What follows belongs to an exercise in optimizing a design on an open flow for small area, a short achievable clock period and few clock cycles; a production flow would make more cautious choices. RTL that was checked went through simulation tests only; none was proved equivalent to the original.

## the baseline
clock: 10.0 ns
lec_check: 0
abc_area: 1
cap_margin: 20
core_margin: 2
core_utilization: 40
setup_slack_margin: 5
slew_margin: 20
run.sh (not shown) runs the stock make flow with config.mk's settings and CLKGATE_MAP_FILE= SYNTH_SCRIPT=/design/flow/synth_recipe.tcl, a recipe that flattens the netlist after the stock synthesis.
Here is what was changed in the inputs of the candidate compared with the baseline.
-- flow/design.v --
<<< the baseline, line 22
    for (int s = 1; s < 23; s = s * 2) begin
      for (int i = 0; i < 23; i++) begin
        if (i >= s) begin
          g2[i] = g[i] | (p[i] & g[i-s]);
          p2[i] = p[i] & p[i-s];
        end else begin
          g2[i] = g[i];
          p2[i] = p[i];
        end
      end
      g = g2;
      p = p2;
    end
    b[0] = 1'b0;
>>> the candidate, line 22
    for (int s = 1; s < 23; s = s * 2) begin
      for (int i = 0; i < 23; i++) begin
        if ((i + 1) % (2 * s) == 0) begin
          g[i] = g[i] | (p[i] & g[i-s]);
          p[i] = p[i] & p[i-s];
        end
      end
    end
    for (int s = 16; s >= 1; s = s / 2) begin
      for (int i = 0; i < 23; i++) begin
        if ((i + 1) % (2 * s) == s && i >= 2 * s) begin
          g[i] = g[i] | (p[i] & g[i-s]);
          p[i] = p[i] & p[i-s];
        end
      end
    end
    b[0] = 1'b0;
==> notes.md <==
Looking at capturing instance or port of the critical path, the a[0] result is from the candidate; the cmd_ready one comes from the baseline. Of the baseline and the candidate, the run reporting the lower total wire length was the candidate. Cmp the baseline and the candidate / maximum frequency / lower: the candidate. Fraction of final layout cells with drive strength greater than 1 ended up 4.7 points higher on the candidate than on the baseline. Combined global-route utilization of all metal layers, the baseline and the candidate: higher on the baseline.
No functional check of the RTL was part of any run of this note.

---

MS:
Another version of the RTL of dds_spi_command_framer_core (not shown whole).
For scale: roughly 1,700 cells after synthesis, ~100 flip-flops, ~100 I/O pins, roughly 0.010 mm2 of cells after synthesis.
==> module dds_spi_command_framer_core, before the edit <==
module dds_spi_command_framer_core (
  input  wire logic        clk,
  input  wire logic        rst,
  input  wire logic        cmd_valid,
  output logic             cmd_ready,
  input  wire logic [1:0]  cmd_op,
  input  wire logic [2:0]  cmd_channel,
  input  wire logic [28:0] cmd_frequency_hz,
  input  wire logic [15:0] cmd_amplitude_word,
  input  wire logic [25:0] cmd_phase_deg_q16,
  output logic             spi_valid,
  input  wire logic        spi_ready,
  output logic [7:0]       spi_byte,
  output logic             spi_frame_end,
  output logic             spi_last,
  input  wire logic        cfg_wr_en,
  input  wire logic [1:0]  cfg_index,
  input  wire logic [6:0]  cfg_data
);
  logic [6:0]  sel_addr, freq_addr, amp_addr, phase_addr;
  logic        busy;
  logic [1:0]  op;
  logic [1:0]  ch;
  logic [2:0]  idx;
  logic        dv;         
  logic        is_phase;
  logic [20:0] a;
  logic [31:0] q;
  logic        out_valid;
  logic [7:0]  out_byte;
  logic        out_frame_end;
  logic        out_last;
  logic        adv;
  logic [2:0]  lidx;
  logic        pair_end;
  logic        cmd_end;
  logic        take;
  logic        keep;
  logic        step_en;
  logic [6:0]  val_addr;
  logic [7:0]  byte_next;
  logic [20:0] fa1, fa2;
  logic [2:0]  qa;
  logic [1:0]  qb;
  logic        din_c;
  logic [31:0] sq2, sq5;
  logic [5:0]  pr [6];
  logic [4:0]  pq;
  logic [24:0] ph_num;
  logic [20:0] a_init;
  logic [31:0] q_init;
  always_ff @(posedge clk) begin
    if (rst) begin
      sel_addr   <= dsf_pkg::SELECT_ADDR_RESET;
      freq_addr  <= dsf_pkg::FREQ_ADDR_RESET;
      amp_addr   <= dsf_pkg::AMP_ADDR_RESET;
      phase_addr <= dsf_pkg::PHASE_ADDR_RESET;
    end else if (cfg_wr_en) begin
      case (cfg_index)
        2'd0: sel_addr   <= cfg_data;
        2'd1: freq_addr  <= cfg_data;
        2'd2: amp_addr   <= cfg_data;
        default: phase_addr <= cfg_data;
      endcase
    end
  end
  assign adv       = !out_valid || spi_ready;
  assign pair_end  = (idx == lidx);
  assign cmd_end   = pair_end && ((op != dsf_pkg::OP_FREQ_ALL) || (ch == 2'd3));
  assign cmd_ready = !busy || (adv && cmd_end);
  assign take      = cmd_valid && cmd_ready;
  assign keep      = (cmd_op == dsf_pkg::OP_FREQ_ALL) || !cmd_channel[2];
  assign step_en   = busy && adv && dv;
  always_comb begin
    case (op)
      dsf_pkg::OP_AMP:   lidx = 3'd5;
      dsf_pkg::OP_PHASE: lidx = 3'd4;
      default:           lidx = 3'd6;
    endcase
  end
  always_comb begin
    case (op)
      dsf_pkg::OP_AMP:   val_addr = amp_addr;
      dsf_pkg::OP_PHASE: val_addr = phase_addr;
      default:           val_addr = freq_addr;
    endcase
  end
  dsf_calc #(.K(3)) u_step0 (.a (a),   .din (q[31:29]), .a_next (fa1), .q (qa));
  assign din_c = q[27] && (idx != 3'd6);
  dsf_calc #(.K(2)) u_step1 (.a (fa1), .din ({q[28], din_c}), .a_next (fa2), .q (qb));
  assign pr[0] = a[5:0];
  for (genvar i = 0; i < 5; i++) begin : g_ph
    dsf_phase_step u_ph (.r (pr[i]), .din (q[31-i]), .r_next (pr[i+1]), .q (pq[4-i]));
  end
  assign sq2 = {q[29:0], qa[2:1]};
  assign sq5 = {q[26:0], (is_phase ? pq : {qa, qb})};
  always_comb begin
    if (cmd_phase_deg_q16[25]) begin
      ph_num = dsf_pkg::PHASE_TOP;
    end else if (cmd_phase_deg_q16[24:0] > dsf_pkg::PHASE_FULL) begin
      ph_num = dsf_pkg::PHASE_TOP - dsf_pkg::PHASE_FULL;
    end else begin
      ph_num = ~dsf_pkg::sub25(cmd_phase_deg_q16[24:0], dsf_pkg::PHASE_TOP + 25'd1);
    end
  end
  always_comb begin
    a_init = {3'd0, cmd_frequency_hz[28:11]};
    case (cmd_op)
      dsf_pkg::OP_PHASE: begin
        a_init[5:0] = {5'd0, ph_num[24]};
        q_init = {ph_num[23:5], 13'd0};
      end
      dsf_pkg::OP_AMP: begin
        q_init = {8'h00, cmd_amplitude_word[15:8] | 8'h10, cmd_amplitude_word[7:0], 8'h00};
      end
      default: begin
        q_init = {cmd_frequency_hz[10:0], 21'd0};
      end
    endcase
  end
  always_comb begin
    case (idx)
      3'd0:    byte_next = {1'b0, sel_addr};
      3'd1:    byte_next = 8'h10 << ch;
      3'd2:    byte_next = {1'b0, val_addr};
      3'd3:    byte_next = dv ? q[11:4] : q[31:24];
      3'd4:    byte_next = dv ? q[8:1]  : q[23:16];
      3'd5:    byte_next = dv ? sq2[7:0] : q[15:8];
      default: byte_next = dv ? sq5[7:0] : q[7:0];
    endcase
  end
  always_ff @(posedge clk) begin
    if (rst) begin
      busy      <= 1'b0;
      out_valid <= 1'b0;
    end else begin
      if (adv) begin
        out_valid <= busy;
      end
      if (cmd_ready) begin
        busy <= cmd_valid && keep;
      end
    end
  end
  always_ff @(posedge clk) begin
    if (take) begin
      op       <= cmd_op;
      is_phase <= (cmd_op == dsf_pkg::OP_PHASE);
      dv       <= (cmd_op != dsf_pkg::OP_AMP);
      ch       <= (cmd_op == dsf_pkg::OP_FREQ_ALL) ? 2'd0 : cmd_channel[1:0];
      idx      <= 3'd0;
      a        <= a_init;
      q        <= q_init;
    end else begin
      if (busy && adv) begin
        if (pair_end) begin
          idx <= 3'd0;
          ch  <= ch + 2'd1;
          dv  <= 1'b0;
        end else begin
          idx <= idx + 3'd1;
        end
      end
      if (step_en) begin
        a <= {fa2[20:6], (is_phase ? pr[5] : fa2[5:0])};
        q <= sq5;
      end
    end
  end
  always_ff @(posedge clk) begin
    if (busy && adv) begin
      out_byte      <= byte_next;
      out_frame_end <= (idx == 3'd1) || pair_end;
      out_last      <= cmd_end;
    end
  end
  assign spi_valid     = out_valid;
  assign spi_byte      = out_byte;
  assign spi_frame_end = out_frame_end;
  assign spi_last      = out_last;
endmodule
export LEC_CHECK = 0
export ABC_AREA = 1
export CAP_MARGIN = 20
export CORE_MARGIN = 2
export CORE_UTILIZATION = 40
export SETUP_SLACK_MARGIN = 5
export SLEW_MARGIN = 20
create_clock -name core_clock -period 10.0 [get_ports {clk}]
standard.sh (not shown) runs the stock make flow with config.mk's settings and CLKGATE_MAP_FILE= SYNTH_SCRIPT=/design/flow/synth_recipe.tcl, a recipe that flattens the netlist after the stock synthesis.
==> flow/flow/run.sh <==
#!/bin/bash
# The standard layout (standard synthesis included), with the port buffers
# made of sky130_fd_sc_hd__buf_1 instead of the delay cell buffer_ports picks
# by default. ORFS keeps each step's full log under orfs/logs; make's own
# output goes to make_finish.log here.
set -euo pipefail
bash standard.sh "BUFFER_PORTS_ARGS=-buffer_cell sky130_fd_sc_hd__buf_1" finish > make_finish.log 2>&1
Every stage of the flow completed for MS, and the final layout passed the timing, DRC and antenna checks.
Testbench counts of MS, summed over its fixed seeds: cycles 10,932.
What PW does differently from MS at the input level:
--- a/flow/design.v
+++ b/flow/design.v
@@ -147,11 +147,17 @@
   logic [31:0] q;
   logic        out_valid;
   logic [7:0]  out_byte;
   logic        out_frame_end;
   logic        out_last;
+  logic        sk_valid;
+  logic [7:0]  sk_byte;
+  logic        sk_frame_end;
+  logic        sk_last;
   logic        adv;
+  logic        out_free;
+  logic        fe_next;
   logic [2:0]  lidx;
   logic        pair_end;
   logic        cmd_end;
   logic        take;
   logic        keep;
@@ -181,17 +187,19 @@
         2'd2: amp_addr   <= cfg_data;
         default: phase_addr <= cfg_data;
       endcase
     end
   end
-  assign adv       = !out_valid || spi_ready;
+  assign adv       = busy && !sk_valid;
+  assign out_free  = !out_valid || spi_ready;
   assign pair_end  = (idx == lidx);
   assign cmd_end   = pair_end && ((op != dsf_pkg::OP_FREQ_ALL) || (ch == 2'd3));
-  assign cmd_ready = !busy || (adv && cmd_end);
+  assign cmd_ready = !busy || (!sk_valid && cmd_end);
   assign take      = cmd_valid && cmd_ready;
   assign keep      = (cmd_op == dsf_pkg::OP_FREQ_ALL) || !cmd_channel[2];
-  assign step_en   = busy && adv && dv;
+  assign step_en   = adv && dv;
+  assign fe_next   = (idx == 3'd1) || pair_end;
   always_comb begin
     case (op)
       dsf_pkg::OP_AMP:   lidx = 3'd5;
       dsf_pkg::OP_PHASE: lidx = 3'd4;
       default:           lidx = 3'd6;
@@ -250,13 +258,17 @@
   end
   always_ff @(posedge clk) begin
     if (rst) begin
       busy      <= 1'b0;
       out_valid <= 1'b0;
+      sk_valid  <= 1'b0;
     end else begin
-      if (adv) begin
-        out_valid <= busy;
+      if (out_free) begin
+        out_valid <= sk_valid || adv;
+        sk_valid  <= 1'b0;
+      end else if (adv) begin
+        sk_valid  <= 1'b1;
       end
       if (cmd_ready) begin
         busy <= cmd_valid && keep;
       end
     end
@@ -269,11 +281,11 @@
       ch       <= (cmd_op == dsf_pkg::OP_FREQ_ALL) ? 2'd0 : cmd_channel[1:0];
       idx      <= 3'd0;
       a        <= a_init;
       q        <= q_init;
     end else begin
-      if (busy && adv) begin
+      if (adv) begin
         if (pair_end) begin
           idx <= 3'd0;
           ch  <= ch + 2'd1;
           dv  <= 1'b0;
         end else begin
@@ -285,14 +297,24 @@
         q <= sq5;
       end
     end
   end
   always_ff @(posedge clk) begin
-    if (busy && adv) begin
-      out_byte      <= byte_next;
-      out_frame_end <= (idx == 3'd1) || pair_end;
-      out_last      <= cmd_end;
+    if (out_free) begin
+      if (sk_valid) begin
+        out_byte      <= sk_byte;
+        out_frame_end <= sk_frame_end;
+        out_last      <= sk_last;
+      end else if (adv) begin
+        out_byte      <= byte_next;
+        out_frame_end <= fe_next;
+        out_last      <= cmd_end;
+      end
+    end else if (adv) begin
+      sk_byte       <= byte_next;
+      sk_frame_end  <= fe_next;
+      sk_last       <= cmd_end;
     end
   end
   assign spi_valid     = out_valid;
   assign spi_byte      = out_byte;
   assign spi_frame_end = out_frame_end;
--- outcome ---
Of PW and MS, PW shows the higher cell count, with MS below it. Diff MS -> PW: met3 usage held, setup slack of the critical path after layout went down 57 ps. PW vs MS: total routed wirelength down slightly. Ratio of final minimum period to clock period, PW and MS: higher on PW. Number of instances in the synthesized netlist: PW and MS compared, higher one is MS. Reported for PW and MS, sum of negative setup slack turned out identical to the last digit. Summary — worst hold-check slack, PW relative to MS: lower, by 15 ps. PW did not stop at any stage, and its layout met the timing, DRC and antenna checks. PW ends up with a number of DRC markers in iteration 0 that is 212 higher than in MS.
For PW, only the layout was checked, not whether the RTL still works.

[port drivers added, routing unchanged]
The results above use ideal ports. As a check the final layouts listed here were re-extracted and re-timed, cells and wires unchanged. Step 1: set_driving_cell puts a clkbuf_16 on clk and a buf_2 on each other input, an assumption about the parent block. Step 2 also shifts input and output timing later by t, the mid clock arrival at the registers, as if the neighbouring blocks saw the same clock. Slacks: ideal / step 1 / step 2; pairs: ideal / step 1.
| run | shift t [ns] | setup WS [ns] | worst setup path after step 2 | clock arrival spread, ns |
|---|---|---|---|---|
| the baseline | 0.409 | 5.145 / 5.115 / 4.872 | input to register | 0.013 / 0.013 |
| the candidate | 0.408 | 4.953 / 4.953 / 4.755 | input to register | 0.018 / 0.018 |
| MS | 0.402 | 5.308 / 5.308 / 5.056 | input to register | 0.013 / 0.013 |
| PW | 0.457 | 5.252 / 5.252 / 4.928 | input to register | 0.012 / 0.012 |
After both steps every run listed still meets setup and hold. The setup slack of PW, which loses most, moves by 0.000 ns with the drivers and by -0.324 ns with both steps.
